Source: an optimization exercise on an open RTL-to-GDS flow (aim: small area, a short achievable clock period and few clock cycles per item). Production flows keep margins and buffers that such runs may drop. No functional check of the RTL was part of any run shown here. No activity file was given, so power comes from the tool's default toggle rates.

[design/flow/design.v]
package alu_pkg;
  localparam int XLEN       = 32;
  localparam int REG_ADDR_W = 5;
  localparam int NUM_REGS   = 32;
  localparam int                    APB_ADDR_W    = 12;
  localparam logic [APB_ADDR_W-1:0] ADDR_INSTR    = 12'h000;
  localparam logic [APB_ADDR_W-1:0] ADDR_REG_BASE = 12'h080;
  localparam logic [6:0] OPC_OP_IMM = 7'b0010011;
  localparam logic [6:0] OPC_OP     = 7'b0110011;
  localparam logic [6:0] OPC_LUI    = 7'b0110111;
  localparam logic [2:0] F3_ADD_SUB = 3'b000;
  localparam logic [2:0] F3_SLL     = 3'b001;
  localparam logic [2:0] F3_SLT     = 3'b010;
  localparam logic [2:0] F3_SLTU    = 3'b011;
  localparam logic [2:0] F3_XOR     = 3'b100;
  localparam logic [2:0] F3_SR      = 3'b101;
  localparam logic [2:0] F3_OR      = 3'b110;
  localparam logic [2:0] F3_AND     = 3'b111;
  localparam logic [6:0] F7_BASE = 7'b0000000;
  localparam logic [6:0] F7_ALT  = 7'b0100000;
  localparam int CTL_W     = 11;
  localparam int CTL_SUB   = 0;    
  localparam int CTL_ADD   = 1;    
  localparam int CTL_SLT   = 2;    
  localparam int CTL_SLTU  = 3;    
  localparam int CTL_XOR   = 4;    
  localparam int CTL_OR    = 5;    
  localparam int CTL_AND   = 6;    
  localparam int CTL_SLL   = 7;    
  localparam int CTL_SRL   = 8;    
  localparam int CTL_SRA   = 9;    
  localparam int CTL_PASSB = 10;   
endpackage
`timescale 1ns/10ps
module alu_regfile (
  input  logic                           in_clk,
  input  logic                           in_rst,
  input  logic [alu_pkg::REG_ADDR_W-1:0] raddr_i,
  input  logic                           we_i,
  input  logic [alu_pkg::REG_ADDR_W-1:0] waddr_i,
  input  logic [alu_pkg::XLEN-1:0]       wdata_i,
  output logic [alu_pkg::XLEN-1:0]       rdata_o
);
  localparam int N = alu_pkg::NUM_REGS;
  localparam int W = alu_pkg::XLEN;
  logic [W-1:0] regs [1:N-1];
  logic [N-1:1] valid;
  logic [N-1:1] wsel;
  logic [N-1:1] rsel;
  for (genvar i = 1; i < N; i++) begin : g_word
    assign wsel[i] = we_i && (waddr_i == i);
    assign rsel[i] = (raddr_i == i) && valid[i];
    always_ff @(posedge in_clk or negedge in_rst) begin
      if (!in_rst) begin
        valid[i] <= 1'b0;
      end else if (wsel[i]) begin
        valid[i] <= 1'b1;
      end
    end
    always_ff @(posedge in_clk) begin
      if (wsel[i]) begin
        regs[i] <= wdata_i;
      end
    end
  end
  always_comb begin
    rdata_o = '0;
    for (int i = 1; i < N; i++) begin
      rdata_o = rdata_o | ({W{rsel[i]}} & regs[i]);
    end
  end
endmodule
`timescale 1ns/10ps
module alu_decoder (
  input  logic [alu_pkg::XLEN-1:0] instr_i,
  output logic [alu_pkg::CTL_W-1:0] ctl_o,
  output logic                     use_imm_o,
  output logic                     lui_o,
  output logic                     illegal_o
);
  logic [6:0] opcode;
  logic [2:0] funct3;
  logic [6:0] funct7;
  assign opcode = instr_i[6:0];
  assign funct3 = instr_i[14:12];
  assign funct7 = instr_i[31:25];
  always_comb begin
    ctl_o     = '0;
    use_imm_o = 1'b0;
    lui_o     = 1'b0;
    illegal_o = 1'b1;
    case (opcode)
      alu_pkg::OPC_LUI: begin
        ctl_o[alu_pkg::CTL_PASSB] = 1'b1;
        use_imm_o   = 1'b1;
        lui_o       = 1'b1;
        illegal_o   = 1'b0;
      end
      alu_pkg::OPC_OP_IMM: begin
        use_imm_o = 1'b1;
        illegal_o = 1'b0;
        case (funct3)
          alu_pkg::F3_ADD_SUB: ctl_o[alu_pkg::CTL_ADD] = 1'b1;
          alu_pkg::F3_SLT:     begin ctl_o[alu_pkg::CTL_SLT]  = 1'b1; ctl_o[alu_pkg::CTL_SUB] = 1'b1; end
          alu_pkg::F3_SLTU:    begin ctl_o[alu_pkg::CTL_SLTU] = 1'b1; ctl_o[alu_pkg::CTL_SUB] = 1'b1; end
          alu_pkg::F3_XOR:     ctl_o[alu_pkg::CTL_XOR] = 1'b1;
          alu_pkg::F3_OR:      ctl_o[alu_pkg::CTL_OR]  = 1'b1;
          alu_pkg::F3_AND:     ctl_o[alu_pkg::CTL_AND] = 1'b1;
          alu_pkg::F3_SLL: begin
            ctl_o[alu_pkg::CTL_SLL] = 1'b1;
            illegal_o = (funct7 != alu_pkg::F7_BASE);
          end
          default: begin
            if (funct7 == alu_pkg::F7_BASE) begin
              ctl_o[alu_pkg::CTL_SRL] = 1'b1;
            end else if (funct7 == alu_pkg::F7_ALT) begin
              ctl_o[alu_pkg::CTL_SRA] = 1'b1;
            end else begin
              illegal_o = 1'b1;
            end
          end
        endcase
      end
      alu_pkg::OPC_OP: begin
        illegal_o = 1'b0;
        case ({funct7, funct3})
          {alu_pkg::F7_BASE, alu_pkg::F3_ADD_SUB}: ctl_o[alu_pkg::CTL_ADD] = 1'b1;
          {alu_pkg::F7_ALT,  alu_pkg::F3_ADD_SUB}: begin ctl_o[alu_pkg::CTL_ADD]  = 1'b1; ctl_o[alu_pkg::CTL_SUB] = 1'b1; end
          {alu_pkg::F7_BASE, alu_pkg::F3_SLL}:     ctl_o[alu_pkg::CTL_SLL] = 1'b1;
          {alu_pkg::F7_BASE, alu_pkg::F3_SLT}:     begin ctl_o[alu_pkg::CTL_SLT]  = 1'b1; ctl_o[alu_pkg::CTL_SUB] = 1'b1; end
          {alu_pkg::F7_BASE, alu_pkg::F3_SLTU}:    begin ctl_o[alu_pkg::CTL_SLTU] = 1'b1; ctl_o[alu_pkg::CTL_SUB] = 1'b1; end
          default:                                 illegal_o = 1'b1;
        endcase
      end
      default: begin
        illegal_o = 1'b1;
      end
    endcase
  end
endmodule
`timescale 1ns/10ps
module alu_execute (
  input  logic [alu_pkg::CTL_W-1:0] ctl_i,
  input  logic [alu_pkg::XLEN-1:0]  opa_i,
  input  logic [alu_pkg::XLEN-1:0]  opb_i,
  output logic [alu_pkg::XLEN-1:0]  result_o
);
  localparam int W = alu_pkg::XLEN;
  logic [W-1:0] b_inv;
  logic [W:0]   sum;
  logic         ltu;
  logic         lts;
  logic [W-1:0] shl;
  logic [W-1:0] shr;
  logic         fill;
  assign b_inv = opb_i ^ {W{ctl_i[alu_pkg::CTL_SUB]}};
  assign sum   = {1'b0, opa_i} + {1'b0, b_inv} + {{W{1'b0}}, ctl_i[alu_pkg::CTL_SUB]};
  assign ltu   = ~sum[W];
  assign lts   = (opa_i[W-1] ^ opb_i[W-1]) ? opa_i[W-1] : ltu;
  assign fill = ctl_i[alu_pkg::CTL_SRA] & opa_i[W-1];
  assign shl  = opa_i << opb_i[4:0];
  assign shr  = W'($signed({fill, opa_i}) >>> opb_i[4:0]);
  assign result_o = ({W{ctl_i[alu_pkg::CTL_ADD]}}   & sum[W-1:0])
                  | ({W{ctl_i[alu_pkg::CTL_SLT]}}   & {{(W-1){1'b0}}, lts})
                  | ({W{ctl_i[alu_pkg::CTL_SLTU]}}  & {{(W-1){1'b0}}, ltu})
                  | ({W{ctl_i[alu_pkg::CTL_XOR]}}   & (opa_i ^ opb_i))
                  | ({W{ctl_i[alu_pkg::CTL_OR]}}    & (opa_i | opb_i))
                  | ({W{ctl_i[alu_pkg::CTL_AND]}}   & (opa_i & opb_i))
                  | ({W{ctl_i[alu_pkg::CTL_SLL]}}   & shl)
                  | ({W{ctl_i[alu_pkg::CTL_SRL] | ctl_i[alu_pkg::CTL_SRA]}} & shr)
                  | ({W{ctl_i[alu_pkg::CTL_PASSB]}} & opb_i);
endmodule
`timescale 1ns/10ps
module alu_apb_slave (
  input  logic                            in_clk,
  input  logic                            in_rst,
  input  logic [alu_pkg::APB_ADDR_W-1:0]  paddr_i,
  input  logic                            psel_i,
  input  logic                            penable_i,
  input  logic                            pwrite_i,
  input  logic [alu_pkg::XLEN-1:0]        pwdata_i,
  input  logic [alu_pkg::CTL_W-1:0]        ctl_i,
  input  logic                            use_imm_i,
  input  logic                            lui_i,
  input  logic                            illegal_i,
  output logic                            pready_o,
  output logic                            pslverr_o,
  output logic                            access_o,
  output logic [alu_pkg::REG_ADDR_W-1:0]  raddr_s_o,
  output logic [alu_pkg::REG_ADDR_W-1:0]  rs2_o,
  output logic [alu_pkg::REG_ADDR_W-1:0]  wreg_o,
  output logic                            bus_we_o,
  output logic                            alu_go_o,
  output logic [alu_pkg::CTL_W-1:0]        ctl_o,
  output logic                            use_imm_o,
  output logic                            lui_o
);
  logic setup;
  logic instr_hit;
  logic reg_hit;
  logic instr_ok;
  logic access_q;
  logic err_q;
  logic buswr_q;
  logic instr_q;
  assign setup = psel_i & ~penable_i;
  assign instr_hit = (paddr_i == alu_pkg::ADDR_INSTR);
  assign reg_hit   = (paddr_i[alu_pkg::APB_ADDR_W-1:7] == 5'b00001) && (paddr_i[1:0] == 2'b00);
  assign instr_ok  = instr_hit & pwrite_i & ~illegal_i;
  assign raddr_s_o = paddr_i[7] ? paddr_i[6:2] : pwdata_i[19:15];
  always_ff @(posedge in_clk or negedge in_rst) begin
    if (!in_rst) begin
      access_q <= 1'b0;
      alu_go_o <= 1'b0;
    end else begin
      access_q <= setup;
      alu_go_o <= access_q & instr_q;
    end
  end
  always_ff @(posedge in_clk) begin
    err_q     <= ~(instr_ok | reg_hit);
    buswr_q   <= reg_hit & pwrite_i;
    instr_q   <= instr_ok & (pwdata_i[11:7] != '0);
    wreg_o    <= paddr_i[7] ? paddr_i[6:2] : pwdata_i[11:7];
    rs2_o     <= pwdata_i[24:20];
    ctl_o     <= ctl_i;
    use_imm_o <= use_imm_i;
    lui_o     <= lui_i;
  end
  assign access_o  = access_q;
  assign pready_o  = access_q;
  assign pslverr_o = err_q;
  assign bus_we_o  = access_q & buswr_q;
endmodule
`timescale 1ns/10ps
module alu_exec_top (
  input  logic                           in_clk,
  input  logic                           in_rst,
  input  logic [alu_pkg::APB_ADDR_W-1:0] paddr_i,
  input  logic                           psel_i,
  input  logic                           penable_i,
  input  logic                           pwrite_i,
  input  logic [alu_pkg::XLEN-1:0]       pwdata_i,
  output logic [alu_pkg::XLEN-1:0]       prdata_o,
  output logic                           pready_o,
  output logic                           pslverr_o
);
  localparam int W = alu_pkg::XLEN;
  logic [alu_pkg::CTL_W-1:0]       dec_ctl;
  logic                           dec_use_imm;
  logic                           dec_lui;
  logic                           dec_illegal;
  logic [alu_pkg::CTL_W-1:0]       ctl;
  logic                           use_imm;
  logic                           lui;
  logic                           access;
  logic [alu_pkg::REG_ADDR_W-1:0] raddr_s;
  logic [alu_pkg::REG_ADDR_W-1:0] rs2;
  logic [alu_pkg::REG_ADDR_W-1:0] wreg;
  logic [alu_pkg::REG_ADDR_W-1:0] raddr;
  logic                           bus_we;
  logic                           alu_go;
  logic [W-1:0]                   rf_rdata;
  logic [W-1:0]                   port;
  logic [W-1:0]                   imm;
  logic [W-1:0]                   opa_q;
  logic [W-1:0]                   opb_q;
  logic [W-1:0]                   result;
  alu_decoder u_decoder (
    .instr_i   (pwdata_i),
    .ctl_o     (dec_ctl),
    .use_imm_o (dec_use_imm),
    .lui_o     (dec_lui),
    .illegal_o (dec_illegal)
  );
  alu_apb_slave u_apb_slave (
    .in_clk    (in_clk),
    .in_rst    (in_rst),
    .paddr_i   (paddr_i),
    .psel_i    (psel_i),
    .penable_i (penable_i),
    .pwrite_i  (pwrite_i),
    .pwdata_i  (pwdata_i),
    .ctl_i     (dec_ctl),
    .use_imm_i (dec_use_imm),
    .lui_i     (dec_lui),
    .illegal_i (dec_illegal),
    .pready_o  (pready_o),
    .pslverr_o (pslverr_o),
    .access_o  (access),
    .raddr_s_o (raddr_s),
    .rs2_o     (rs2),
    .wreg_o    (wreg),
    .bus_we_o  (bus_we),
    .alu_go_o  (alu_go),
    .ctl_o     (ctl),
    .use_imm_o (use_imm),
    .lui_o     (lui)
  );
  assign raddr = access ? rs2 : raddr_s;
  alu_regfile u_regfile (
    .in_clk  (in_clk),
    .in_rst  (in_rst),
    .raddr_i (raddr),
    .we_i    (alu_go | bus_we),
    .waddr_i (wreg),
    .wdata_i (alu_go ? result : pwdata_i),
    .rdata_o (rf_rdata)
  );
  assign port = (alu_go && raddr == wreg) ? result : rf_rdata;
  assign imm = lui ? {pwdata_i[31:12], 12'b0} : {{(W-12){pwdata_i[31]}}, pwdata_i[31:20]};
  always_ff @(posedge in_clk) begin
    if (!access) begin
      opa_q <= port;
    end
    opb_q <= use_imm ? imm : port;
  end
  assign prdata_o = opa_q;
  alu_execute u_execute (
    .ctl_i    (ctl),
    .opa_i    (opa_q),
    .opb_i    (opb_q),
    .result_o (result)
  );
endmodule
[design/flow/run.sh]
#!/bin/bash
# synth_recipe.tcl (not shown) runs the flow's synth.tcl, then flattens the netlist and writes it again
# the make line also repeats each setting of config.mk as NAME=value (left out here)
make -C /OpenROAD-flow-scripts/flow DESIGN_CONFIG=/design/flow/config.mk WORK_HOME=/design/flow/orfs CLKGATE_MAP_FILE= SYNTH_SCRIPT=/design/flow/synth_recipe.tcl finish
[design/flow/constraint.sdc]
create_clock -name core_clock -period 8.0 [get_ports {in_clk}]
set_input_delay 1.6000 -clock core_clock [delete_from_list [all_inputs] [get_ports {in_clk}]]
set_output_delay 1.6000 -clock core_clock [all_outputs]
set_load 0.01 [all_outputs]
[design/flow/config.mk]
export PLATFORM = sky130hd
export DESIGN_NAME = alu_exec_top
export DESIGN_NICKNAME = alu_exec_top
export VERILOG_FILES = /design/flow/design.v
export SDC_FILE = /design/flow/constraint.sdc
export NUM_CORES = 4
export LEC_CHECK = 0
export CAP_MARGIN = 20
export CELL_PAD_IN_SITES_DETAIL_PLACEMENT = 1
export CELL_PAD_IN_SITES_GLOBAL_PLACEMENT = 2
export CORE_MARGIN = 2
export CORE_UTILIZATION = 40
export CTS_BUF_LIST = sky130_fd_sc_hd__clkbuf_8
export CTS_CLUSTER_DIAMETER = 50
export CTS_CLUSTER_SIZE = 16
export PLACE_DENSITY = 0.6
export SETUP_SLACK_MARGIN = 4
export SLEW_MARGIN = 20
==> flow_summary.json, run 1 <==
{
  "clkTransAtPathRegs_ps": 80,
  "reg2reg_to": "u_regfile.regs[4][28]$_DFFE_PP_",
  "place.gp.congestion": 0.9876,
  "p_per_area_mw_per_mm2": 190.3,
  "crit_path_start": "pwdata_i[16]",
  "cp_common_cell": "nand4_1",
  "synth-simple-area-share": 0.09545,
  "regToRegStartpoint": "u_apb_slave.ctl_o[0]$_DFF_P_",
  "fin_setup_tns_ps": 0,
  "fillCellCount": 11986,
  "worstMarginPinSlew_ps": 1231,
  "nets": 4000,
  "synthTopCellsByArea": "edfxtp_1 (63%), a22oi_1 (5.0%), ha_1 (2.5%)",
  "end_kind": "flop",
  "numClockSinks": 1114,
  "maxSlewViolCount": 0,
  "die_area_mm2": 0.1247,
  "fin_cells": 5585,
  "synthesis.nets": 3670,
  "synth_flop_cell": "edfxtp_1",
  "ys_seq_area_frac": 0.6709,
  "dp_hpwl_mm": 147.7,
  "h-tree-depth": 3,
  "worstPathArrival_ps": 4790,
  "synthXorXnorAreaFrac": 0.008980,
  "syn_area_per_cell_um2": 13.84,
  "critPathMaxFanout": 7,
  "fmax_mhz": 244.1,
  "placed_cells": 5165,
  "rows": 128,
  "fin_skew_ps": 75.34,
  "cts_root_buf": "clkbuf_8",
  "synth_area_mm2": 0.04876,
  "setup_violations": 0,
  "antenna_found_initial": 13,
  "drtIter0Drc": 4755,
  "wl_mm": 246.0,
  "area_growth_pct": 21.00,
  "cts_max_path_buffers": 3,
  "cap_violations": 0,
  "ios": 83,
  "yosysWarnings": 5,
  "cp_cell_sequence": "dlygate4sd2_1, mux2i_4, o21a_4, nor3_4, buf_6, buf_4, nand3_1, nand4_1, nor3_2, nand4_1, o22a_1, a21bo_1",
  "grt_overflow": 0,
  "crit_type": "in -> reg",
  "grt_pass1_wl_mm": 327.2,
  "hold_path.class": "reg -> reg",
  "grt_max_degree": 57,
  "cts_buffers": 115,
  "synth_edf_count": 1024,
  "yosysTopAreaCell": "edfxtp_1",
  "vdd_drop_max_v": 0.0001510,
  "initial_core_util": 0.4017,
  "outcome": "no timing/DRC/antenna violations",
  "vias": 37144,
  "async_flop_share": 0.02962,
  "synthMuxAreaShare": 0.03882,
  "grt.total_usage": 0.3848,
  "slowest_stage": "nand4_1",
  "synth_compound_area_frac": 0.1338,
  "port_buffers": 82,
  "crit_end": "opb_q[6]$_DFF_P_",
  "synthDominantCellAreaShare": 0.6306,
  "rsz0062_at_grt": "yes",
  "cts_hold_buf": 0,
  "cts_tree": "built",
  "place_area_mm2": 0.05253,
  "dieWidth_um": 353.2,
  "clkLatencyLatePin_ps": 860,
  "max_slew_margin": 0.1708,
  "period_needed_ps": 4096,
  "grt_pass1_vias": 36897,
  "post-route-util": 0.4860,
  "final-seq-area_mm2": 0.03274,
  "crit_path_start_kind": "input pin",
  "core_area_mm2": 0.1214,
  "post_drt_via_cell_ratio": 6.651,
  "p_leak_nw": 21.06,
  "die_height_um": 353.2,
  "drive_gt1_frac": 0.2432,
  "synth_top_family_by_area": "compound AO/OA/AOI/OAI gates",
  "drcViolationCount": 0,
  "postSynthCellCount": 3524,
  "ys_seq_elements": 1114,
  "design_area_mm2": 0.05900,
  "report.final.hold_viol_count": 0,
  "dr.pass1.iters": 5,
  "multi_input_area_mm2": 0.01700,
  "antenna_left": 0,
  "holdPathStages": 1,
  "p_total_w": 0.01123,
  "cp_data_required_time_ps": 8690,
  "ff2ff_setup_slack_ps": 4010,
  "synth_adder_area_share": 0.02504,
  "timing.final.crit_share": 0.5120,
  "worst-r2r-cell-count": 12,
  "critPathMaxStageDelay_ps": 460,
  "wire_per_inst_um": 44.05,
  "synth_cell_types": 85
}
cell type report:
class,count,share of cell area
diodes,4,0.0001696
clock buffers,115,0.02682
clock inverters,104,0.01915
inverters,94,0.006044
multi-input cells,2108,0.2881
flip-flops and latches,1114,0.5548
well taps,1625,0.03446
repair buffers,421,0.07044
cell families after synthesis:
group | count (synthesis)
multiplexers | 148
buffers and inverters | 321
AO/OA/AOI/OAI | 890
AND/OR/NAND/NOR | 904
flip-flops | 1114
adder cells (fa/ha/maj) | 97
XOR/XNOR | 50
where the power goes:
part           internal (W)  switching, W  total (W)
logic              0.000188      0.000393   0.000581
registers           0.00635     0.0000317    0.00638
clock network       0.00189       0.00237    0.00426
Yosys cell counts, types with 71 or more instances:
library cell / count
nor2_1: 162
mux2i_1: 80
inv_1: 91
a22oi_1: 328
nand2_1: 189
a21oi_1: 125
ha_1: 96
clkbuf_1: 130
nand3_1: 124
and3_1: 171
edfxtp_1: 1024
buf_2: 71
o21ai_0: 77
routing by layer:
| layer | part of all wire | global-route usage | routed length, µm | vias up |
|---|---|---|---|---|
| met5 | 0.00013 | 0 | 31 | - |
| met4 | 0.071 | 0.2146 | 17400 | 4 |
| met3 | 0.080 | 0.06429 | 19770 | 550 |
| met2 | 0.47 | 0.6284 | 115100 | 2074 |
| met1 | 0.38 | 0.4882 | 93750 | 19806 |
| li1 | - | - | - | 14710 |
registers in the layout, indices dropped and copies added, names as in the netlist, 5 cells and up:
name,flops
u_regfile.regs,992
opa_q,32
opb_q,32
u_regfile.valid,31
u_apb_slave.ctl_o,10
u_apb_slave.rs2_o,5
u_apb_slave.wreg_o,5
placed cells by master (no fill, tap or decap), types with 51 or more instances in the layout:
cell type and n:
nor2_1 128, a21oi_1 90, edfxtp_1 1024, inv_1 98, a22oi_1 314, o21ai_0 74
nand3_1 118, dfxtp_1 51, ha_1 85, clkdlybuf4s50_1 70, nand2_1 186, and3_1 154
clkbuf_8 115, buf_4 256, mux2i_1 70
worst max-delay path, delay by kind of cell:
kind,cells,cell delay (ps)
AND/OR/NAND/NOR,5,1450
AO/OA/AOI/OAI,3,830
buffers and inverters,3,650
multiplexers,1,220
stage by stage:
stage	hold WS [ps]	worst slack, ps
after global placement	431.9	344.9
after global routing	468.0	3942
after detailed placement	430.7	1109
after CTS	449.2	3961
after floorplan	418.7	4006
final	448.0	3904
worst min-delay path by stage:
stage / endpoint / from
after global placement: u_apb_slave.alu_go_o$_DFF_PN0_ / u_apb_slave.instr_q$_DFF_P_
after CTS: u_apb_slave.alu_go_o$_DFF_PN0_ / u_apb_slave.instr_q$_DFF_P_
after floorplan: u_apb_slave.alu_go_o$_DFF_PN0_ / u_apb_slave.instr_q$_DFF_P_
final: u_apb_slave.alu_go_o$_DFF_PN0_ / u_apb_slave.instr_q$_DFF_P_
after global routing: u_apb_slave.alu_go_o$_DFF_PN0_ / u_apb_slave.instr_q$_DFF_P_
after detailed placement: u_apb_slave.alu_go_o$_DFF_PN0_ / u_apb_slave.instr_q$_DFF_P_
timing repair:
| action | CTS | global route |
|---|---|---|
| setup buffers | 153 | 21 |
| cloned | 18 | 4 |
| gates resized for setup | 334 | 88 |
| pin swaps | 84 | 41 |
| endpoints found under the setup margin | 978 | 694 |
==> run 2: changes to the inputs <==
--- a/design/flow/design.v
+++ b/design/flow/design.v
@@ -35,9 +35,10 @@
 module alu_regfile (
-  input  logic                           in_clk,
-  input  logic                           in_rst,
-  input  logic [alu_pkg::REG_ADDR_W-1:0] raddr_i,
-  input  logic                           we_i,
-  input  logic [alu_pkg::REG_ADDR_W-1:0] waddr_i,
-  input  logic [alu_pkg::XLEN-1:0]       wdata_i,
-  output logic [alu_pkg::XLEN-1:0]       rdata_o
+  input  logic                         in_clk,
+  input  logic                         in_rst,
+  input  logic [alu_pkg::NUM_REGS-1:1] rsel_1_i,
+  input  logic [alu_pkg::NUM_REGS-1:1] rsel_2_i,
+  input  logic [alu_pkg::NUM_REGS-1:1] we_i,
+  input  logic [alu_pkg::XLEN-1:0]     wdata_i,
+  output logic [alu_pkg::XLEN-1:0]     rdata_1_o,
+  output logic [alu_pkg::XLEN-1:0]     rdata_2_o
 );
@@ -47,7 +48,3 @@
   logic [N-1:1] valid;
-  logic [N-1:1] wsel;
-  logic [N-1:1] rsel;
   for (genvar i = 1; i < N; i++) begin : g_word
-    assign wsel[i] = we_i && (waddr_i == i);
-    assign rsel[i] = (raddr_i == i) && valid[i];
     always_ff @(posedge in_clk or negedge in_rst) begin
@@ -55,3 +52,3 @@
         valid[i] <= 1'b0;
-      end else if (wsel[i]) begin
+      end else if (we_i[i]) begin
         valid[i] <= 1'b1;
@@ -60,3 +57,3 @@
     always_ff @(posedge in_clk) begin
-      if (wsel[i]) begin
+      if (we_i[i]) begin
         regs[i] <= wdata_i;
@@ -66,5 +63,7 @@
   always_comb begin
-    rdata_o = '0;
+    rdata_1_o = '0;
+    rdata_2_o = '0;
     for (int i = 1; i < N; i++) begin
-      rdata_o = rdata_o | ({W{rsel[i]}} & regs[i]);
+      rdata_1_o = rdata_1_o | ({W{rsel_1_i[i] & valid[i]}} & regs[i]);
+      rdata_2_o = rdata_2_o | ({W{rsel_2_i[i] & valid[i]}} & regs[i]);
     end
@@ -181,5 +180,3 @@
   input  logic [alu_pkg::XLEN-1:0]        pwdata_i,
-  input  logic [alu_pkg::CTL_W-1:0]        ctl_i,
-  input  logic                            use_imm_i,
-  input  logic                            lui_i,
+  input  logic [alu_pkg::CTL_W-1:0]       ctl_i,
   input  logic                            illegal_i,
@@ -187,13 +184,9 @@
   output logic                            pslverr_o,
-  output logic                            access_o,
-  output logic [alu_pkg::REG_ADDR_W-1:0]  raddr_s_o,
-  output logic [alu_pkg::REG_ADDR_W-1:0]  rs2_o,
+  output logic                            reg_win_o,
+  output logic [alu_pkg::REG_ADDR_W-1:0]  raddr_1_o,
+  output logic [alu_pkg::REG_ADDR_W-1:0]  raddr_2_o,
+  output logic                            wr_en_o,
   output logic [alu_pkg::REG_ADDR_W-1:0]  wreg_o,
-  output logic                            bus_we_o,
-  output logic                            alu_go_o,
-  output logic [alu_pkg::CTL_W-1:0]        ctl_o,
-  output logic                            use_imm_o,
-  output logic                            lui_o
+  output logic [alu_pkg::CTL_W-1:0]       ctl_o
 );
-  logic setup;
   logic instr_hit;
@@ -203,5 +196,4 @@
   logic err_q;
-  logic buswr_q;
-  logic instr_q;
-  assign setup = psel_i & ~penable_i;
+  logic wr_q;
+  assign reg_win_o = paddr_i[7];
   assign instr_hit = (paddr_i == alu_pkg::ADDR_INSTR);
@@ -209,3 +201,4 @@
   assign instr_ok  = instr_hit & pwrite_i & ~illegal_i;
-  assign raddr_s_o = paddr_i[7] ? paddr_i[6:2] : pwdata_i[19:15];
+  assign raddr_1_o = reg_win_o ? paddr_i[6:2] : pwdata_i[19:15];
+  assign raddr_2_o = pwdata_i[24:20];
   always_ff @(posedge in_clk or negedge in_rst) begin
@@ -213,6 +206,4 @@
       access_q <= 1'b0;
-      alu_go_o <= 1'b0;
     end else begin
-      access_q <= setup;
-      alu_go_o <= access_q & instr_q;
+      access_q <= psel_i & ~penable_i;
     end
@@ -220,15 +211,10 @@
   always_ff @(posedge in_clk) begin
-    err_q     <= ~(instr_ok | reg_hit);
-    buswr_q   <= reg_hit & pwrite_i;
-    instr_q   <= instr_ok & (pwdata_i[11:7] != '0);
-    wreg_o    <= paddr_i[7] ? paddr_i[6:2] : pwdata_i[11:7];
-    rs2_o     <= pwdata_i[24:20];
-    ctl_o     <= ctl_i;
-    use_imm_o <= use_imm_i;
-    lui_o     <= lui_i;
+    err_q  <= ~(instr_ok | reg_hit);
+    wr_q   <= (instr_ok & (pwdata_i[11:7] != '0)) | (reg_hit & pwrite_i);
+    wreg_o <= reg_win_o ? paddr_i[6:2] : pwdata_i[11:7];
+    ctl_o  <= reg_win_o ? alu_pkg::CTL_W'(1) << alu_pkg::CTL_PASSB : ctl_i;
   end
-  assign access_o  = access_q;
   assign pready_o  = access_q;
   assign pslverr_o = err_q;
-  assign bus_we_o  = access_q & buswr_q;
+  assign wr_en_o   = access_q & wr_q;
 endmodule
@@ -247,4 +233,5 @@
 );
+  localparam int N = alu_pkg::NUM_REGS;
   localparam int W = alu_pkg::XLEN;
-  logic [alu_pkg::CTL_W-1:0]       dec_ctl;
+  logic [alu_pkg::CTL_W-1:0]      dec_ctl;
   logic                           dec_use_imm;
@@ -252,15 +239,13 @@
   logic                           dec_illegal;
-  logic [alu_pkg::CTL_W-1:0]       ctl;
-  logic                           use_imm;
-  logic                           lui;
-  logic                           access;
-  logic [alu_pkg::REG_ADDR_W-1:0] raddr_s;
-  logic [alu_pkg::REG_ADDR_W-1:0] rs2;
+  logic [alu_pkg::CTL_W-1:0]      ctl;
+  logic                           reg_win;
+  logic [alu_pkg::REG_ADDR_W-1:0] raddr_1;
+  logic [alu_pkg::REG_ADDR_W-1:0] raddr_2;
+  logic [N-1:1]                   rsel_1;
+  logic [N-1:1]                   rsel_2;
+  logic [N-1:1]                   we;
+  logic                           wr_en;
   logic [alu_pkg::REG_ADDR_W-1:0] wreg;
-  logic [alu_pkg::REG_ADDR_W-1:0] raddr;
-  logic                           bus_we;
-  logic                           alu_go;
-  logic [W-1:0]                   rf_rdata;
-  logic [W-1:0]                   port;
-  logic [W-1:0]                   imm;
+  logic [W-1:0]                   rdata_1;
+  logic [W-1:0]                   rdata_2;
   logic [W-1:0]                   opa_q;
@@ -284,4 +269,2 @@
     .ctl_i     (dec_ctl),
-    .use_imm_i (dec_use_imm),
-    .lui_i     (dec_lui),
     .illegal_i (dec_illegal),
@@ -289,29 +272,35 @@
     .pslverr_o (pslverr_o),
-    .access_o  (access),
-    .raddr_s_o (raddr_s),
-    .rs2_o     (rs2),
+    .reg_win_o (reg_win),
+    .raddr_1_o (raddr_1),
+    .raddr_2_o (raddr_2),
+    .wr_en_o   (wr_en),
     .wreg_o    (wreg),
-    .bus_we_o  (bus_we),
-    .alu_go_o  (alu_go),
-    .ctl_o     (ctl),
-    .use_imm_o (use_imm),
-    .lui_o     (lui)
+    .ctl_o     (ctl)
   );
-  assign raddr = access ? rs2 : raddr_s;
+  for (genvar i = 1; i < N; i++) begin : g_sel
+    assign rsel_1[i] = (raddr_1 == i);
+    assign rsel_2[i] = (raddr_2 == i);
+    assign we[i]     = wr_en && (wreg == i);
+  end
   alu_regfile u_regfile (
-    .in_clk  (in_clk),
-    .in_rst  (in_rst),
-    .raddr_i (raddr),
-    .we_i    (alu_go | bus_we),
-    .waddr_i (wreg),
-    .wdata_i (alu_go ? result : pwdata_i),
-    .rdata_o (rf_rdata)
+    .in_clk    (in_clk),
+    .in_rst    (in_rst),
+    .rsel_1_i  (rsel_1),
+    .rsel_2_i  (rsel_2),
+    .we_i      (we),
+    .wdata_i   (result),
+    .rdata_1_o (rdata_1),
+    .rdata_2_o (rdata_2)
   );
-  assign port = (alu_go && raddr == wreg) ? result : rf_rdata;
-  assign imm = lui ? {pwdata_i[31:12], 12'b0} : {{(W-12){pwdata_i[31]}}, pwdata_i[31:20]};
   always_ff @(posedge in_clk) begin
-    if (!access) begin
-      opa_q <= port;
+    opa_q <= rdata_1;
+    if (reg_win) begin
+      opb_q <= pwdata_i;
+    end else if (dec_lui) begin
+      opb_q <= {pwdata_i[31:12], 12'b0};
+    end else if (dec_use_imm) begin
+      opb_q <= {{(W-12){pwdata_i[31]}}, pwdata_i[31:20]};
+    end else begin
+      opb_q <= rdata_2;
     end
-    opb_q <= use_imm ? imm : port;
   end
==> flow_summary.json, run 2 <==
{
  "critPathMaxStageDelay_ps": 950,
  "outcome": "no timing/DRC/antenna violations",
  "yosysMostFrequentCell": "edfxtp_1",
  "fin_skew_ps": 64.91,
  "cts_root_buf": "clkbuf_8",
  "timing.hold.ws_ps": 507.7,
  "wl_mm": 308.5,
  "crit_type": "in -> reg",
  "top_regs": "u_regfile.regs: 992 flops, opa_q: 32 flops, opb_q: 32 flops",
  "cap_violations": 0,
  "clkTransAtPathRegs_ps": 80,
  "final_cell_mix": "edfxtp_1 (992), a22oi_1 (499), a221oi_1 (243), a22o_1 (225), buf_4 (168)",
  "dr.pass1.iters": 9,
  "final_common_cell": "edfxtp_1",
  "post-route-util": 0.4570,
  "fin_setup_tns_ps": 0,
  "setup_violations": 0,
  "multi_input_area_mm2": 0.01921,
  "rows": 132,
  "fillCellCount": 13027,
  "worstMarginPinSlew_ps": 1228,
  "worst-r2r-cell-count": 9,
  "drive_gt1_frac": 0.1738,
  "async_flop_share": 0.02893,
  "port_buffers": 82,
  "report.final.hold_viol_count": 0,
  "cts_tree": "built",
  "numClockSinks": 1106,
  "synthTopCellsByArea": "edfxtp_1 (57%), a22oi_1 (7.2%), a221oi_1 (4.1%)",
  "rsz0062_at_grt": "yes",
  "grt_pass1_vias": 44733,
  "grt_pass1_wl_mm": 402.5,
  "nets": 4183,
  "ios": 83,
  "yosysTopAreaCell": "edfxtp_1",
  "hold_path.class": "reg -> reg",
  "antenna_found_initial": 22,
  "syn_area_per_cell_um2": 13.20,
  "synth_cell_types": 77,
  "drcViolationCount": 0,
  "postSynthCellCount": 3967,
  "post_drt_via_cell_ratio": 7.862,
  "maxSlewViolCount": 0,
  "timing.final.crit_share": 0.5132,
  "grt.total_usage": 0.4426,
  "core_area_mm2": 0.1296,
  "cp_data_required_time_ps": 8800,
  "cts_max_path_buffers": 3,
  "antenna_left": 0,
  "holdPathStages": 1,
  "synth_edf_count": 992,
  "initial_core_util": 0.4038,
  "period_needed_ps": 4106,
  "vias": 46282,
  "clkLatencyLatePin_ps": 930,
  "vdd_drop_max_v": 0.0001862,
  "synth_area_mm2": 0.05236,
  "dieWidth_um": 365.8,
  "max_flop_register": "u_regfile.regs",
  "wire_per_inst_um": 52.41,
  "max_slew_margin": 0.1811,
  "place.gp.congestion": 0.9823,
  "crit_path_start_kind": "input pin",
  "post_synth_most_frequent_cells": "edfxtp_1 (992), a22oi_1 (500), a221oi_1 (244), a22o_1 (225), clkbuf_1 (195)",
  "grt_max_degree": 55,
  "synthesis.nets": 4113,
  "dp_hpwl_mm": 181.4,
  "cts_buffers": 131,
  "die_height_um": 365.8,
  "end_kind": "flop",
  "largest_register_ffs": 992,
  "die_area_mm2": 0.1338,
  "synth_flop_cell": "edfxtp_1",
  "final-seq-area_mm2": 0.03227,
  "grt_overflow": 0,
  "critPathMaxFanout": 15,
  "synthDominantCellAreaShare": 0.5690,
  "yosysWarnings": 5,
  "cp_cell_sequence": "clkdlybuf4s50_1, nand2_1, o21ai_1, and3_2, buf_4, a22oi_1, nand3_1, or4_1",
  "worstPathArrival_ps": 4900,
  "ys_seq_elements": 1106,
  "drtIter0Drc": 9842,
  "h-tree-depth": 4,
  "fmax_mhz": 243.6,
  "slowest_stage": "and3_2",
  "area_growth_pct": 13.18,
  "ys_seq_area_frac": 0.6156,
  "p_leak_nw": 18.39,
  "p_per_area_mw_per_mm2": 186.7
}
-- run 2: cell types whose count changed after synthesis, sizes merged, moves of 42 or more --
cell / change
a22oi: +172
buf: +53
a22o: +195
a221oi: +209
and3: -106
o21ai: +42
a2111oi: -46
clkbuf: +65
nand4: +75
nand2: -66
-- run 2: area by class of cell --
class | count | share of cell area
flip-flops and latches | 1106 | 0.5446
inverters | 83 | 0.005279
multi-input cells | 2438 | 0.3241
well taps | 1742 | 0.03678
repair buffers | 277 | 0.04263
clock buffers | 136 | 0.03159
diodes | 7 | 0.0002956
clock inverters | 98 | 0.01470
-- run 2: path summary, 6_finish.rpt --
path                                            startpoint                               to  slack [ps]
max                                           pwdata_i[17]                 opa_q[8]$_DFF_P_        3890
min                        u_regfile.valid[14]$_DFFE_PN0P_  u_regfile.valid[14]$_DFFE_PN0P_         510
max reg2reg                               opa_q[7]$_DFF_P_  u_regfile.regs[31][9]$_DFFE_PP_        4000
min reg2reg                u_regfile.valid[14]$_DFFE_PN0P_  u_regfile.valid[14]$_DFFE_PN0P_         510
max in group asynchronous                           in_rst   u_regfile.valid[6]$_DFFE_PN0P_        6520
min in group asynchronous                           in_rst  u_regfile.valid[10]$_DFFE_PN0P_        1120
-- run 2: per-layer routing --
layer	GRT usage	vias up	wire length, µm
met4	0.3121	14	27040
met1	0.5447	23378	105700
met3	0.1494	1434	44830
li1	-	16594	-
met2	0.6525	4862	130900
met5	0	-	109
-- run 2: critical path, delay by kind of cell --
family                 cells  cell delay (ps)
AND/OR/NAND/NOR            4             1510
AO/OA/AOI/OAI              2              760
buffers and inverters      2             1000
-- run 2: what timing repair did --
| item | CTS | global route |
|---|---|---|
| endpoints found under the setup margin | 761 | 335 |
| resized for setup | 99 | 66 |
| hold buffers | 0 | 0 |
| setup buffers | 3 | 6 |
| pin swaps | 5 | 8 |
| gates cloned | 0 | 5 |
-- run 2: stage by stage --
| step | instances | total power, W | setup WS (ps) | cell area, µm² |
|---|---|---|---|---|
| detailed placement | 5629 | 0.006859 | 2275 | 55680 |
| CTS | 5866 | 0.01105 | 3894 | 58800 |
| global placement | 5626 | 0.006847 | 1825 | 55610 |
| finish | 5887 | 0.01106 | 3894 | 59260 |
| global route | 5882 | 0.01131 | 3977 | 59240 |
| floorplan | 3967 | 0.006648 | 4004 | 52380 |
-- run 2: power breakdown --
group	internal, W	leakage (nW)	switching [W]	total (W)
clock network	0.00188	1.39	0.00242	0.00431
logic	0.000132	8.55	0.000322	0.000453
registers	0.00628	8.44	0.0000283	0.00630
-- run 2: cells by family (layout without fill, tap and decap cells) --
kind of cell,count (synthesis),in the layout,synth area share
other cells,0,7,0
fa+ha+maj,97,97,0.02332
compound gates,1387,1387,0.2033
flops,1106,1106,0.6156
mux,115,115,0.03460
xor+xnor,49,49,0.008197
simple gates,785,790,0.07827
buf+inv,428,594,0.03668
==> run 3: changes to the inputs <==
--- a/design/flow/design.v
+++ b/design/flow/design.v
@@ -147,3 +147,2 @@
   localparam int W = alu_pkg::XLEN;
-  logic [W-1:0] b_inv;
   logic [W:0]   sum;
@@ -154,6 +153,5 @@
   logic         fill;
-  assign b_inv = opb_i ^ {W{ctl_i[alu_pkg::CTL_SUB]}};
-  assign sum   = {1'b0, opa_i} + {1'b0, b_inv} + {{W{1'b0}}, ctl_i[alu_pkg::CTL_SUB]};
+  assign sum   = {1'b0, opa_i} + {1'b0, opb_i} + {{W{1'b0}}, ctl_i[alu_pkg::CTL_SUB]};
   assign ltu   = ~sum[W];
-  assign lts   = (opa_i[W-1] ^ opb_i[W-1]) ? opa_i[W-1] : ltu;
+  assign lts   = (opa_i[W-1] ^ ~opb_i[W-1]) ? opa_i[W-1] : ltu;
   assign fill = ctl_i[alu_pkg::CTL_SRA] & opa_i[W-1];
@@ -250,2 +248,3 @@
   logic [W-1:0]                   rdata_2;
+  logic [W-1:0]                   opb;
   logic [W-1:0]                   opa_q;
@@ -294,14 +293,17 @@
   );
-  always_ff @(posedge in_clk) begin
-    opa_q <= rdata_1;
+  always_comb begin
     if (reg_win) begin
-      opb_q <= pwdata_i;
+      opb = pwdata_i;
     end else if (dec_lui) begin
-      opb_q <= {pwdata_i[31:12], 12'b0};
+      opb = {pwdata_i[31:12], 12'b0};
     end else if (dec_use_imm) begin
-      opb_q <= {{(W-12){pwdata_i[31]}}, pwdata_i[31:20]};
+      opb = {{(W-12){pwdata_i[31]}}, pwdata_i[31:20]};
     end else begin
-      opb_q <= rdata_2;
+      opb = rdata_2;
     end
   end
+  always_ff @(posedge in_clk) begin
+    opa_q <= rdata_1;
+    opb_q <= opb ^ {W{dec_ctl[alu_pkg::CTL_SUB] & ~reg_win}};
+  end
   assign prdata_o = opa_q;
==> design/flow/flow/run.sh (new file) <==
#!/bin/bash
# The standard layout with extra ORFS settings on make's command line
set -euo pipefail
bash standard.sh MATCH_CELL_FOOTPRINT=0 finish > make_finish.log 2>&1
==> design/flow/standard.sh (new file) <==
#!/bin/bash
# synth_recipe.tcl (not shown) runs the flow's synth.tcl, then flattens the netlist and writes it again
# the make line also repeats each setting of config.mk as NAME=value (left out here)
make -C /OpenROAD-flow-scripts/flow DESIGN_CONFIG=/design/flow/config.mk WORK_HOME=/design/flow/orfs CLKGATE_MAP_FILE= SYNTH_SCRIPT=/design/flow/synth_recipe.tcl "${@:-finish}"
removed: design/flow/run.sh
==> flow_summary.json, run 3 <==
{
  "drive_gt1_frac": 0.1910,
  "ys_seq_elements": 1106,
  "worstPathArrival_ps": 4870,
  "die_height_um": 365.0,
  "h-tree-depth": 3,
  "dieWidth_um": 365.0,
  "vdd_drop_max_v": 0.0001473,
  "rsz0062_at_grt": "yes",
  "pwr-share-clk": 0.393,
  "ff2ff_setup_slack_ps": 3960,
  "grt_overflow": 0,
  "cts_max_path_buffers": 3,
  "synth_edf_count": 992,
  "seqPwrFrac": 0.565,
  "rows": 132,
  "synthesis.nets": 4009,
  "nets": 4096,
  "vias": 46047,
  "die_area_mm2": 0.1332,
  "grt_max_degree": 53,
  "ys_seq_area_frac": 0.6182,
  "yosysWarnings": 5,
  "core_area_mm2": 0.1295,
  "cts_tree": "built",
  "period_needed_ps": 4144,
  "wire_per_inst_um": 53.35,
  "postSynthCellCount": 3893,
  "dr.pass1.iters": 10,
  "grt.total_usage": 0.4570,
  "p_per_area_mw_per_mm2": 187.1,
  "critPathMaxFanout": 12,
  "critPathMaxStageDelay_ps": 570,
  "net-switching-power_w": 0.002805,
  "synthTopCellsByArea": "edfxtp_1 (57%), a22o_1 (5.2%), a221oi_1 (5.1%)",
  "synthDominantCellAreaShare": 0.5713,
  "numClockSinks": 1106,
  "timing.hold.ws_ps": 532.1,
  "fmax_mhz": 241.3,
  "fin_cells": 5835,
  "syn_area_per_cell_um2": 13.39,
  "placed_cells": 5557,
  "cts_root_buf": "clkbuf_8",
  "post_synth_most_frequent_cells": "edfxtp_1 (992), a22oi_1 (330), a22o_1 (310), a221oi_1 (306), clkbuf_1 (170)",
  "maxSlewViolCount": 0,
  "wl_mm": 311.3,
  "synth_flop_cell": "edfxtp_1",
  "switching_share": 0.2518,
  "fillCellCount": 12958,
  "final_common_cell": "edfxtp_1",
  "cap_violations": 0,
  "post_drt_via_cell_ratio": 7.892,
  "grt_pass1_vias": 43874,
  "crit_path_start_kind": "input pin",
  "cts_buffers": 121,
  "hold_path.class": "reg -> reg",
  "p_leak_nw": 18.21,
  "yosysTopAreaCell": "edfxtp_1",
  "area_growth_pct": 14.17,
  "setup_violations": 0,
  "cp_cell_sequence": "clkdlybuf4s50_1, inv_1, o32a_1, nor2_1, and3_4, buf_4, a22o_1, a221oi_1, nand4_1, or3_1",
  "top_regs": "u_regfile.regs: 992 flops, opa_q: 32 flops, opb_q: 32 flops",
  "p_total_w": 0.01114,
  "timing.final.crit_share": 0.5180,
  "cp_data_required_time_ps": 8730,
  "outcome": "no timing/DRC/antenna violations",
  "report.final.hold_viol_count": 0,
  "slowest_stage": "clkdlybuf4s50_1",
  "antenna_left": 0,
  "dp_hpwl_mm": 184.6,
  "largest_register_ffs": 992,
  "intPower_w": 0.008333,
  "cts_hold_buf": 0,
  "worstMarginPinSlew_ps": 1402,
  "yosysMostFrequentCell": "edfxtp_1",
  "final_cell_mix": "edfxtp_1 (992), a22oi_1 (330), a22o_1 (310), a221oi_1 (305), buf_4 (186)",
  "clkLatencyLatePin_ps": 920,
  "fin_skew_ps": 70.90,
  "max_slew_margin": 0.06520,
  "async_flop_share": 0.02893,
  "synth_area_mm2": 0.05214,
  "clkTransAtPathRegs_ps": 90,
  "multi_input_area_mm2": 0.01905,
  "place.gp.congestion": 1.001,
  "final-seq-area_mm2": 0.03228,
  "drtIter0Drc": 10101,
  "synth_cell_types": 79,
  "initial_core_util": 0.4027,
  "crit_type": "in -> reg",
  "post-route-util": 0.4597,
  "drcViolationCount": 0,
  "pwr-share-comb": 0.042,
  "antenna_found_initial": 24,
  "port_buffers": 82,
  "max_flop_register": "u_regfile.regs",
  "grt_pass1_wl_mm": 406.2,
  "fin_setup_tns_ps": 0,
  "ios": 83,
  "end_kind": "flop"
}
-- run 3: cell type report --
type | count | share of cell area
Inverter | 87 | 0.005654
Timing Repair inverter | 1 | 0.00008408
Antenna cell | 10 | 0.0004204
Clock buffer | 123 | 0.02844
Clock inverter | 103 | 0.01856
Tap cell | 1742 | 0.03662
Sequential cell | 1106 | 0.5422
Timing Repair Buffer | 305 | 0.04803
Multi-Input combinational cell | 2358 | 0.3200
-- run 3: final timing paths --
kind | startpoint | to | depth (start not counted)
max in group asynchronous | in_rst | u_regfile.valid[11]$_DFFE_PN0P_ | 2
setup / recovery | pwdata_i[15] | opa_q[17]$_DFF_P_ | 10
hold / removal | u_regfile.valid[19]$_DFFE_PN0P_ | u_regfile.valid[19]$_DFFE_PN0P_ | 1
setup reg to reg | opb_q[4]$_DFF_P_ | u_regfile.regs[22][0]$_DFFE_PP_ | 14
min in group asynchronous | in_rst | u_regfile.valid[31]$_DFFE_PN0P_ | 2
hold reg to reg | u_regfile.valid[19]$_DFFE_PN0P_ | u_regfile.valid[19]$_DFFE_PN0P_ | 1
-- run 3: cells by family after synthesis --
logic type / synth area share
xor gates and xnor gates: 0.008063
DFF: 0.6182
buffers and inverters: 0.03801
AOI/OAI and AO/OA: 0.2054
and+or+nand+nor: 0.07711
muxes: 0.03684
adders and majority gates: 0.01637
-- run 3: repair_timing --
action	4_1_cts	5_1_grt
gates cloned	5	1
setup endpoints to repair	721	447
gates resized for setup	120	54
buffers inserted	22	13
pin swaps	15	13
-- run 3: critical path: cells and delay by family --
family / cells / cell delay [ps]
buffers and inverters: 3 / 1120
AO/OA/AOI/OAI: 3 / 700
AND/OR/NAND/NOR: 4 / 1410
-- run 3: power by group through the flow --
stage / Sequential, W / Clock, W / Combinational (W)
2_1_floorplan: 0.00642 / 0 / 0.000213
3_3_place_gp: 0.00644 / 0 / 0.000397
3_5_place_dp: 0.00644 / 0 / 0.000404
4_1_cts: 0.00630 / 0.00438 / 0.000438
5_1_grt: 0.00630 / 0.00459 / 0.000482
6_report: 0.00630 / 0.00438 / 0.000464
-- run 3: per-stage QoR --
| stage | worst slack (ps) | area, µm² |
|---|---|---|
| 3_3_place_gp | 1172 | 55510 |
| 2_1_floorplan | 4020 | 52180 |
| 3_5_place_dp | 1671 | 55600 |
| 4_1_cts | 4003 | 59120 |
| 6_report | 3856 | 59530 |
| 5_1_grt | 3941 | 59510 |
-- run 3: routing by layer --
layer  global-route usage  wire [µm]  vias to the layer above
li1                     -          -                    16394
met5             0.002542        474                        -
met4               0.3077      26670                       18
met1               0.5702     109300                    23387
met3               0.1641      45430                     1415
met2               0.6649     129500                     4833
==> run 4: changes to the inputs <==
==> design/flow/flow/run.sh (replaced) <==
#!/bin/bash
# The standard layout with extra ORFS settings on make's command line
set -euo pipefail
bash standard.sh 'BUFFER_PORTS_ARGS=-buffer_cell sky130_fd_sc_hd__buf_4' finish > make_finish.log 2>&1
==> flow_summary.json, run 4 <==
{
  "grt_pass1_wl_mm": 404.1,
  "yosysMostFrequentCell": "edfxtp_1",
  "wl_mm": 312.7,
  "p_per_area_mw_per_mm2": 191.7,
  "yosysWarnings": 5,
  "grt.total_usage": 0.4562,
  "synth_top_family_by_area": "compound AO/OA/AOI/OAI gates",
  "max_flop_register": "u_regfile.regs",
  "so.violations": "slew limit",
  "rows": 132,
  "cts_hold_buf": 0,
  "area_growth_pct": 13.09,
  "grt_util_met2": 0.6679,
  "max_slew_margin": -0.03824,
  "intPower_w": 0.008441,
  "net-switching-power_w": 0.002860,
  "cts_max_path_buffers": 3,
  "antenna_left": 0,
  "post_synth_most_frequent_cells": "edfxtp_1 (992), a22oi_1 (330), a22o_1 (310), a221oi_1 (306), clkbuf_1 (170)",
  "end_kind": "flop",
  "p_total_w": 0.01130,
  "wire_per_inst_um": 53.60,
  "cp_common_cell": "buf_4",
  "synthDominantCellAreaShare": 0.5713,
  "cp_top_family": "simple AND/OR/NAND/NOR gates",
  "cts_tree": "built",
  "fin_cells": 5833,
  "synthXorXnorAreaFrac": 0.008063,
  "worstMarginPinSlew_ps": 1557,
  "drtIter0Drc": 10294,
  "clkLatencyLatePin_ps": 950,
  "cts_root_buf": "clkbuf_8",
  "largest_register_ffs": 992,
  "h-tree-depth": 4,
  "grt_util_met1": 0.5648,
  "antenna_found_initial": 26,
  "synthMuxAreaShare": 0.03684,
  "ys_seq_area_frac": 0.6182,
  "final-seq-area_mm2": 0.03226,
  "yosysTopAreaCell": "edfxtp_1",
  "crit_buf_inv": 2,
  "synth_edf_count": 992,
  "vdd_drop_max_v": 0.0001982,
  "port_buffers": 82,
  "initial_core_util": 0.4027,
  "fin_skew_ps": 70.08,
  "synth_compound_area_frac": 0.2054,
  "grt.busiest_layer": "met2",
  "vias": 46211,
  "synth_cell_types": 79,
  "pwr-share-clk": 0.403,
  "dieWidth_um": 365.0,
  "ys_seq_elements": 1106,
  "switching_share": 0.2530,
  "hold_path.class": "reg -> reg",
  "placed_cells": 5560,
  "cp_cell_sequence": "buf_4, nor2b_1, and3_2, buf_4, a22o_1, a221oi_1, nand4_1, o221ai_1, xnor2_1, mux2_2",
  "use_met3": 0.1616,
  "synth_flop_cell": "edfxtp_1",
  "cap_violations": 0,
  "final_cell_mix": "edfxtp_1 (992), a22oi_1 (330), a22o_1 (310), a221oi_1 (304), buf_4 (260)",
  "nets": 4086,
  "post_drt_via_cell_ratio": 7.922,
  "critPathMaxStageDelay_ps": 830,
  "place.gp.congestion": 1.014,
  "fmax_mhz": 237.8,
  "post-route-util": 0.4554,
  "clkTransAtPathRegs_ps": 80,
  "die_area_mm2": 0.1332,
  "outcome": "finished with violations",
  "top_regs": "u_regfile.regs: 992 flops, opa_q: 32 flops, opb_q: 32 flops",
  "p_leak_nw": 18.21,
  "postSynthCellCount": 3893,
  "multi_input_area_mm2": 0.01880,
  "cts_buffers": 130,
  "crit_path_start_kind": "input pin",
  "die_height_um": 365.0,
  "worstPathArrival_ps": 4990,
  "maxSlewViolCount": 2,
  "grt_overflow": 0,
  "cp_num_cells": 10,
  "syn_area_per_cell_um2": 13.39,
  "async_flop_share": 0.02893,
  "report.final.hold_viol_count": 0,
  "synth-simple-area-share": 0.07711,
  "synth_adder_area_share": 0.01637,
  "ios": 83,
  "drcViolationCount": 0,
  "crit_type": "in -> reg",
  "rsz0062_at_grt": "yes",
  "slowest_stage": "and3_2",
  "worst-r2r-cell-count": 9,
  "drive_gt1_frac": 0.2022,
  "grt_max_degree": 59,
  "design_area_mm2": 0.05896,
  "numClockSinks": 1106,
  "dp_hpwl_mm": 186.2,
  "fin_setup_tns_ps": 0,
  "core_area_mm2": 0.1295,
  "seqPwrFrac": 0.557,
  "setup_violations": 0,
  "synthesis.nets": 4009,
  "period_needed_ps": 4204,
  "synthTopCellsByArea": "edfxtp_1 (57%), a22o_1 (5.2%), a221oi_1 (5.1%)",
  "timing.final.crit_share": 0.5256,
  "grt_pass1_vias": 44033,
  "pwr-share-comb": 0.039,
  "dr.pass1.iters": 10,
  "critPathMaxFanout": 11,
  "place_area_mm2": 0.05537,
  "fillCellCount": 13009,
  "final_common_cell": "edfxtp_1",
  "synth_area_mm2": 0.05214,
  "holdPathStages": 1,
  "cp_data_required_time_ps": 8780
}
-- run 4: cell counts after synthesis --
No cell type changed its count.
-- run 4: cell families after synthesis --
logic type | Yosys count
buffers and inverters | 433
AND/OR/NAND/NOR | 783
flip-flops | 1106
adder cells (fa/ha/maj) | 67
XOR/XNOR | 48
AO/OA/AOI/OAI | 1341
multiplexers | 115
-- run 4: worst paths after layout --
path	from	endpoint	slack, ps
hold / removal	u_regfile.valid[15]$_DFFE_PN0P_	u_regfile.valid[15]$_DFFE_PN0P_	540
max in group asynchronous	in_rst	u_regfile.valid[26]$_DFFE_PN0P_	6960
setup reg to reg	opb_q[0]$_DFF_P_	u_regfile.regs[8][6]$_DFFE_PP_	3900
hold reg to reg	u_regfile.valid[15]$_DFFE_PN0P_	u_regfile.valid[15]$_DFFE_PN0P_	540
setup / recovery	pwdata_i[23]	opb_q[1]$_DFF_P_	3800
min in group asynchronous	in_rst	u_regfile.valid[16]$_DFFE_PN0P_	620
-- run 4: repair_timing --
action	4_1_cts	5_1_grt
setup endpoints to repair	809	621
gates cloned	2	2
endpoints found under the hold margin	0	0
pin swaps	3	6
setup buffers	7	9
resized for setup	45	44
-- run 4: final cells by class --
type / instances / share of cell area
clock buffer: 139 / 0.03244
tap: 1742 / 0.03696
multi-input combinational: 2357 / 0.3189
antenna: 15 / 0.0006366
clock inverter: 99 / 0.01706
inverter: 87 / 0.005729
sequential: 1106 / 0.5471
timing repair inverter: 1 / 0.00008488
timing repair buffer: 287 / 0.04106
-- run 4: through the flow --
stage          setup WS [ps]  hold slack (ps)
6_report                3796            537.8
5_1_grt                 3830            556.7
4_1_cts                 3906            525.1
3_5_place_dp            2587            503.2
3_3_place_gp            2059            512.6
2_1_floorplan           4020            445.5
-- run 4: per-layer routing --
layer / share of wire / up-vias / wire [µm]
met1: 0.35 / 23499 / 109400
met5: 0.0015 / - / 459
met3: 0.14 / 1487 / 45120
met4: 0.088 / 28 / 27550
li1: - / 16372 / -
met2: 0.42 / 4825 / 130200
-- run 4: power groups by stage --
stage	Clock, W	Sequential (W)	Combinational, W
floorplan	0	0.00642	0.000213
global placement	0	0.00644	0.000388
detailed placement	0	0.00644	0.000400
CTS	0.00457	0.00630	0.000414
global route	0.00476	0.00630	0.000461
finish	0.00456	0.00630	0.000446
==> run 5: changes to the inputs <==
--- a/design/flow/design.v
+++ b/design/flow/design.v
@@ -142,7 +142,8 @@
   input  logic [alu_pkg::CTL_W-1:0] ctl_i,
-  input  logic [alu_pkg::XLEN-1:0]  opa_i,
-  input  logic [alu_pkg::XLEN-1:0]  opb_i,
-  output logic [alu_pkg::XLEN-1:0]  result_o
+  input  logic [alu_pkg::XLEN-1:0] opa_i,
+  input  logic [alu_pkg::XLEN-1:0] opb_i,
+  output logic [alu_pkg::XLEN-1:0] result_o
 );
   localparam int W = alu_pkg::XLEN;
+  logic [W-1:0] b_inv;
   logic [W:0]   sum;
@@ -150,20 +151,29 @@
   logic         lts;
-  logic [W-1:0] shl;
-  logic [W-1:0] shr;
+  logic [W-1:0] a_rev;
+  logic [W-1:0] sh_in;
+  logic [W-1:0] sh_out;
+  logic [W-1:0] sh_rev;
   logic         fill;
-  assign sum   = {1'b0, opa_i} + {1'b0, opb_i} + {{W{1'b0}}, ctl_i[alu_pkg::CTL_SUB]};
+  assign b_inv = opb_i ^ {W{ctl_i[alu_pkg::CTL_SUB]}};
+  assign sum   = {1'b0, opa_i} + {1'b0, b_inv} + {{W{1'b0}}, ctl_i[alu_pkg::CTL_SUB]};
   assign ltu   = ~sum[W];
-  assign lts   = (opa_i[W-1] ^ ~opb_i[W-1]) ? opa_i[W-1] : ltu;
-  assign fill = ctl_i[alu_pkg::CTL_SRA] & opa_i[W-1];
-  assign shl  = opa_i << opb_i[4:0];
-  assign shr  = W'($signed({fill, opa_i}) >>> opb_i[4:0]);
-  assign result_o = ({W{ctl_i[alu_pkg::CTL_ADD]}}   & sum[W-1:0])
-                  | ({W{ctl_i[alu_pkg::CTL_SLT]}}   & {{(W-1){1'b0}}, lts})
-                  | ({W{ctl_i[alu_pkg::CTL_SLTU]}}  & {{(W-1){1'b0}}, ltu})
-                  | ({W{ctl_i[alu_pkg::CTL_XOR]}}   & (opa_i ^ opb_i))
-                  | ({W{ctl_i[alu_pkg::CTL_OR]}}    & (opa_i | opb_i))
-                  | ({W{ctl_i[alu_pkg::CTL_AND]}}   & (opa_i & opb_i))
-                  | ({W{ctl_i[alu_pkg::CTL_SLL]}}   & shl)
-                  | ({W{ctl_i[alu_pkg::CTL_SRL] | ctl_i[alu_pkg::CTL_SRA]}} & shr)
-                  | ({W{ctl_i[alu_pkg::CTL_PASSB]}} & opb_i);
+  assign lts   = (opa_i[W-1] ^ opb_i[W-1]) ? opa_i[W-1] : ltu;
+  always_comb begin
+    for (int i = 0; i < W; i++) a_rev[i] = opa_i[W-1-i];
+  end
+  assign sh_in  = ctl_i[alu_pkg::CTL_SLL] ? a_rev : opa_i;
+  assign fill   = ctl_i[alu_pkg::CTL_SRA] & opa_i[W-1];
+  assign sh_out = W'($signed({fill, sh_in}) >>> opb_i[4:0]);
+  always_comb begin
+    for (int i = 0; i < W; i++) sh_rev[i] = sh_out[W-1-i];
+  end
+  assign result_o = ({W{ctl_i[alu_pkg::CTL_ADD]}}               & sum[W-1:0])
+                  | ({W{ctl_i[alu_pkg::CTL_SLT]}}               & {{(W-1){1'b0}}, lts})
+                  | ({W{ctl_i[alu_pkg::CTL_SLTU]}}              & {{(W-1){1'b0}}, ltu})
+                  | ({W{ctl_i[alu_pkg::CTL_XOR]}}              & (opa_i ^ opb_i))
+                  | ({W{ctl_i[alu_pkg::CTL_OR]}}               & (opa_i | opb_i))
+                  | ({W{ctl_i[alu_pkg::CTL_AND]}}              & (opa_i & opb_i))
+                  | ({W{ctl_i[alu_pkg::CTL_SLL]}}               & sh_rev)
+                  | ({W{ctl_i[alu_pkg::CTL_SRL] | ctl_i[alu_pkg::CTL_SRA]}}   & sh_out)
+                  | ({W{ctl_i[alu_pkg::CTL_PASSB]}}             & opb_i);
 endmodule
@@ -248,3 +258,2 @@
   logic [W-1:0]                   rdata_2;
-  logic [W-1:0]                   opb;
   logic [W-1:0]                   opa_q;
@@ -293,17 +302,14 @@
   );
-  always_comb begin
+  always_ff @(posedge in_clk) begin
+    opa_q <= rdata_1;
     if (reg_win) begin
-      opb = pwdata_i;
+      opb_q <= pwdata_i;
     end else if (dec_lui) begin
-      opb = {pwdata_i[31:12], 12'b0};
+      opb_q <= {pwdata_i[31:12], 12'b0};
     end else if (dec_use_imm) begin
-      opb = {{(W-12){pwdata_i[31]}}, pwdata_i[31:20]};
+      opb_q <= {{(W-12){pwdata_i[31]}}, pwdata_i[31:20]};
     end else begin
-      opb = rdata_2;
+      opb_q <= rdata_2;
     end
   end
-  always_ff @(posedge in_clk) begin
-    opa_q <= rdata_1;
-    opb_q <= opb ^ {W{dec_ctl[alu_pkg::CTL_SUB] & ~reg_win}};
-  end
   assign prdata_o = opa_q;
==> design/flow/run.sh (new file) <==
#!/bin/bash
# synth_recipe.tcl (not shown) runs the flow's synth.tcl, then flattens the netlist and writes it again
# the make line also repeats each setting of config.mk as NAME=value (left out here)
make -C /OpenROAD-flow-scripts/flow DESIGN_CONFIG=/design/flow/config.mk WORK_HOME=/design/flow/orfs CLKGATE_MAP_FILE= SYNTH_SCRIPT=/design/flow/synth_recipe.tcl finish
--- a/design/flow/config.mk
+++ b/design/flow/config.mk
@@ -13,4 +13,2 @@
 export CTS_BUF_LIST = sky130_fd_sc_hd__clkbuf_8
-export CTS_CLUSTER_DIAMETER = 50
-export CTS_CLUSTER_SIZE = 16
 export PLACE_DENSITY = 0.6
removed: design/flow/flow/run.sh
removed: design/flow/standard.sh
==> flow_summary.json, run 5 <==
{
  "outcome": "no timing/DRC/antenna violations",
  "cp_cell_sequence": "clkdlybuf4s50_1, nor2b_2, and3_2, buf_4, a22o_1, a221oi_1, nand4_1, nor3_4, buf_4, o31ai_1",
  "largest_register_ffs": 992,
  "fin_cells": 5868,
  "synthTopCellsByArea": "edfxtp_1 (58%), a22oi_1 (7.6%), a221oi_1 (3.8%)",
  "ys_seq_elements": 1106,
  "net-switching-power_w": 0.002888,
  "wl_mm": 301.5,
  "grt_overflow": 0,
  "max_flop_register": "u_regfile.regs",
  "fin_skew_ps": 74.34,
  "timing.final.crit_share": 0.5108,
  "initial_core_util": 0.4028,
  "postSynthCellCount": 3891,
  "syn_area_per_cell_um2": 13.20,
  "cp_top_family": "buffers and inverters",
  "crit_buf_inv": 3,
  "final-seq-area_mm2": 0.03226,
  "top_regs": "u_regfile.regs: 992 flops, opa_q: 32 flops, opb_q: 32 flops",
  "pwr-share-clk": 0.434,
  "die_height_um": 362.3,
  "cts_buffers": 185,
  "critPathMaxFanout": 25,
  "yosysWarnings": 6,
  "post_synth_most_frequent_cells": "edfxtp_1 (992), a22oi_1 (522), clkbuf_1 (239), a221oi_1 (222), a22o_1 (212)",
  "cp_common_cell": "buf_4",
  "p_per_area_mw_per_mm2": 200.7,
  "end_kind": "flop",
  "clkLatencyLatePin_ps": 1000,
  "fillCellCount": 12793,
  "period_needed_ps": 4086,
  "vias": 45806,
  "slowest_stage": "buf_4",
  "intPower_w": 0.009026,
  "regToRegStartpoint": "u_apb_slave.ctl_o[7]$_SDFF_PP0_",
  "ios": 83,
  "cts_hold_buf": 0,
  "switching_share": 0.2424,
  "place.gp.congestion": 0.9577,
  "grt_pass1_vias": 43756,
  "synth_area_mm2": 0.05136,
  "cts_max_path_buffers": 3,
  "drive_gt1_frac": 0.1767,
  "wire_per_inst_um": 51.37,
  "worstPathArrival_ps": 4930,
  "async_flop_share": 0.02893,
  "hold_path.class": "reg -> reg",
  "final_cell_mix": "edfxtp_1 (992), a22oi_1 (522), a221oi_1 (221), a22o_1 (212), clkbuf_8 (202)",
  "dieWidth_um": 362.3,
  "multi_input_area_mm2": 0.01832,
  "maxSlewViolCount": 0,
  "p_leak_nw": 18.81,
  "core_area_mm2": 0.1275,
  "grt_max_degree": 48,
  "setup_violations": 0,
  "grt.total_usage": 0.4481,
  "ys_seq_area_frac": 0.6276,
  "cts_root_buf": "clkbuf_8",
  "rsz0062_at_grt": "yes",
  "drtIter0Drc": 9464,
  "h-tree-depth": 4,
  "antenna_found_initial": 16,
  "numClockSinks": 1106,
  "crit_path_start_kind": "input pin",
  "crit_type": "in -> reg",
  "synth_cell_types": 83,
  "max_slew_margin": 0.1608,
  "worstMarginPinSlew_ps": 1259,
  "drcViolationCount": 0,
  "vdd_drop_max_v": 0.0001952,
  "synthDominantCellAreaShare": 0.5800,
  "rows": 131,
  "post_drt_via_cell_ratio": 7.806,
  "placed_cells": 5481,
  "fmax_mhz": 244.7,
  "critPathMaxStageDelay_ps": 690,
  "die_area_mm2": 0.1313,
  "hold_start": "u_regfile.valid[14]$_DFFE_PN0P_",
  "pwr-share-comb": 0.036,
  "synthesis.nets": 4036,
  "dr.pass1.iters": 10,
  "dp_hpwl_mm": 176.0,
  "crit_path_start": "pwdata_i[23]",
  "cp_data_required_time_ps": 8850,
  "area_growth_pct": 15.60,
  "antenna_left": 0,
  "final_common_cell": "edfxtp_1",
  "cts_tree": "built",
  "seqPwrFrac": 0.530,
  "synth_flop_cell": "edfxtp_1",
  "fin_setup_tns_ps": 0,
  "nets": 4169,
  "p_total_w": 0.01191,
  "yosysMostFrequentCell": "edfxtp_1",
  "grt_pass1_wl_mm": 394.3,
  "synth_edf_count": 992,
  "report.final.hold_viol_count": 0,
  "cap_violations": 0,
  "yosysTopAreaCell": "edfxtp_1",
  "port_buffers": 82,
  "clkTransAtPathRegs_ps": 70
}
==> run 5: area by class of cell <==
class                           instances  area share
Tap cell                             1662     0.03502
Inverter                               85    0.005395
Multi-Input combinational cell       2364      0.3086
Clock buffer                          202     0.04683
Sequential cell                      1106      0.5433
Antenna cell                           17   0.0007165
Clock inverter                        150     0.01583
Timing Repair Buffer                  282     0.04434
==> run 5: path summary, 6_finish.rpt <==
path,endpoint,slack (ps),cells past startpoint
max,opb_q[30]$_DFF_P_,3910,10
min,u_regfile.valid[14]$_DFFE_PN0P_,490,1
max reg2reg,u_regfile.regs[16][25]$_DFFE_PP_,4030,9
min reg2reg,u_regfile.valid[14]$_DFFE_PN0P_,490,1
max in group asynchronous,u_regfile.valid[18]$_DFFE_PN0P_,6560,2
min in group asynchronous,u_regfile.valid[29]$_DFFE_PN0P_,1030,2
==> run 5: per-stage QoR <==
stage / instance area [µm²] / hold slack [ps] / setup slack [ps] / utilization
after detailed placement: 54790 / 465.5 / 2280 / 0.4297
final: 59370 / 494.7 / 3914 / 0.4656
after floorplan: 51400 / 445.5 / 4006 / -
after CTS: 58950 / 490.5 / 3957 / 0.4623
after global placement: 54780 / 471.0 / 2435 / 0.4295
after global routing: 59330 / 512.6 / 3874 / 0.4653
==> run 5: timing repair <==
action	in CTS	in global routing
setup endpoints to repair	724	388
resized for setup	92	60
cloned	2	1
buffers inserted	3	12
pin swaps	3	5
==> run 5: power groups by stage <==
stage,sequential [W],combinational (W),clock (W)
global route,0.00631,0.000451,0.00540
CTS,0.00631,0.000409,0.00516
finish,0.00631,0.000430,0.00517
floorplan,0.00642,0.000198,0
detailed placement,0.00643,0.000395,0
global placement,0.00643,0.000384,0
==> run 5: kinds of logic after synthesis <==
| logic type | synth area share |
|---|---|
| flops | 0.6276 |
| compound gates | 0.2031 |
| mux | 0.02553 |
| fa+ha+maj | 0.02353 |
| xor+xnor | 0.008868 |
| simple gates | 0.07701 |
| buf+inv | 0.03440 |
==> run 5: layer usage <==
| metal | share of wire | routed length (µm) | global-route usage |
|---|---|---|---|
| met1 | 0.35 | 105500 | 0.5533 |
| met5 | 0.00065 | 196 | 0.007399 |
| met4 | 0.079 | 23820 | 0.2857 |
| met3 | 0.14 | 42890 | 0.1638 |
| met2 | 0.43 | 129000 | 0.6627 |

Re-timed with assumed drivers on the ports (clkbuf_16 on the clock, buf_2 on other inputs), run 5 has 3.933 ns of setup slack against 3.914 ns with ideal ports, and 2.917 ns once port delays also move by the mid clock arrival of 1.029 ns.
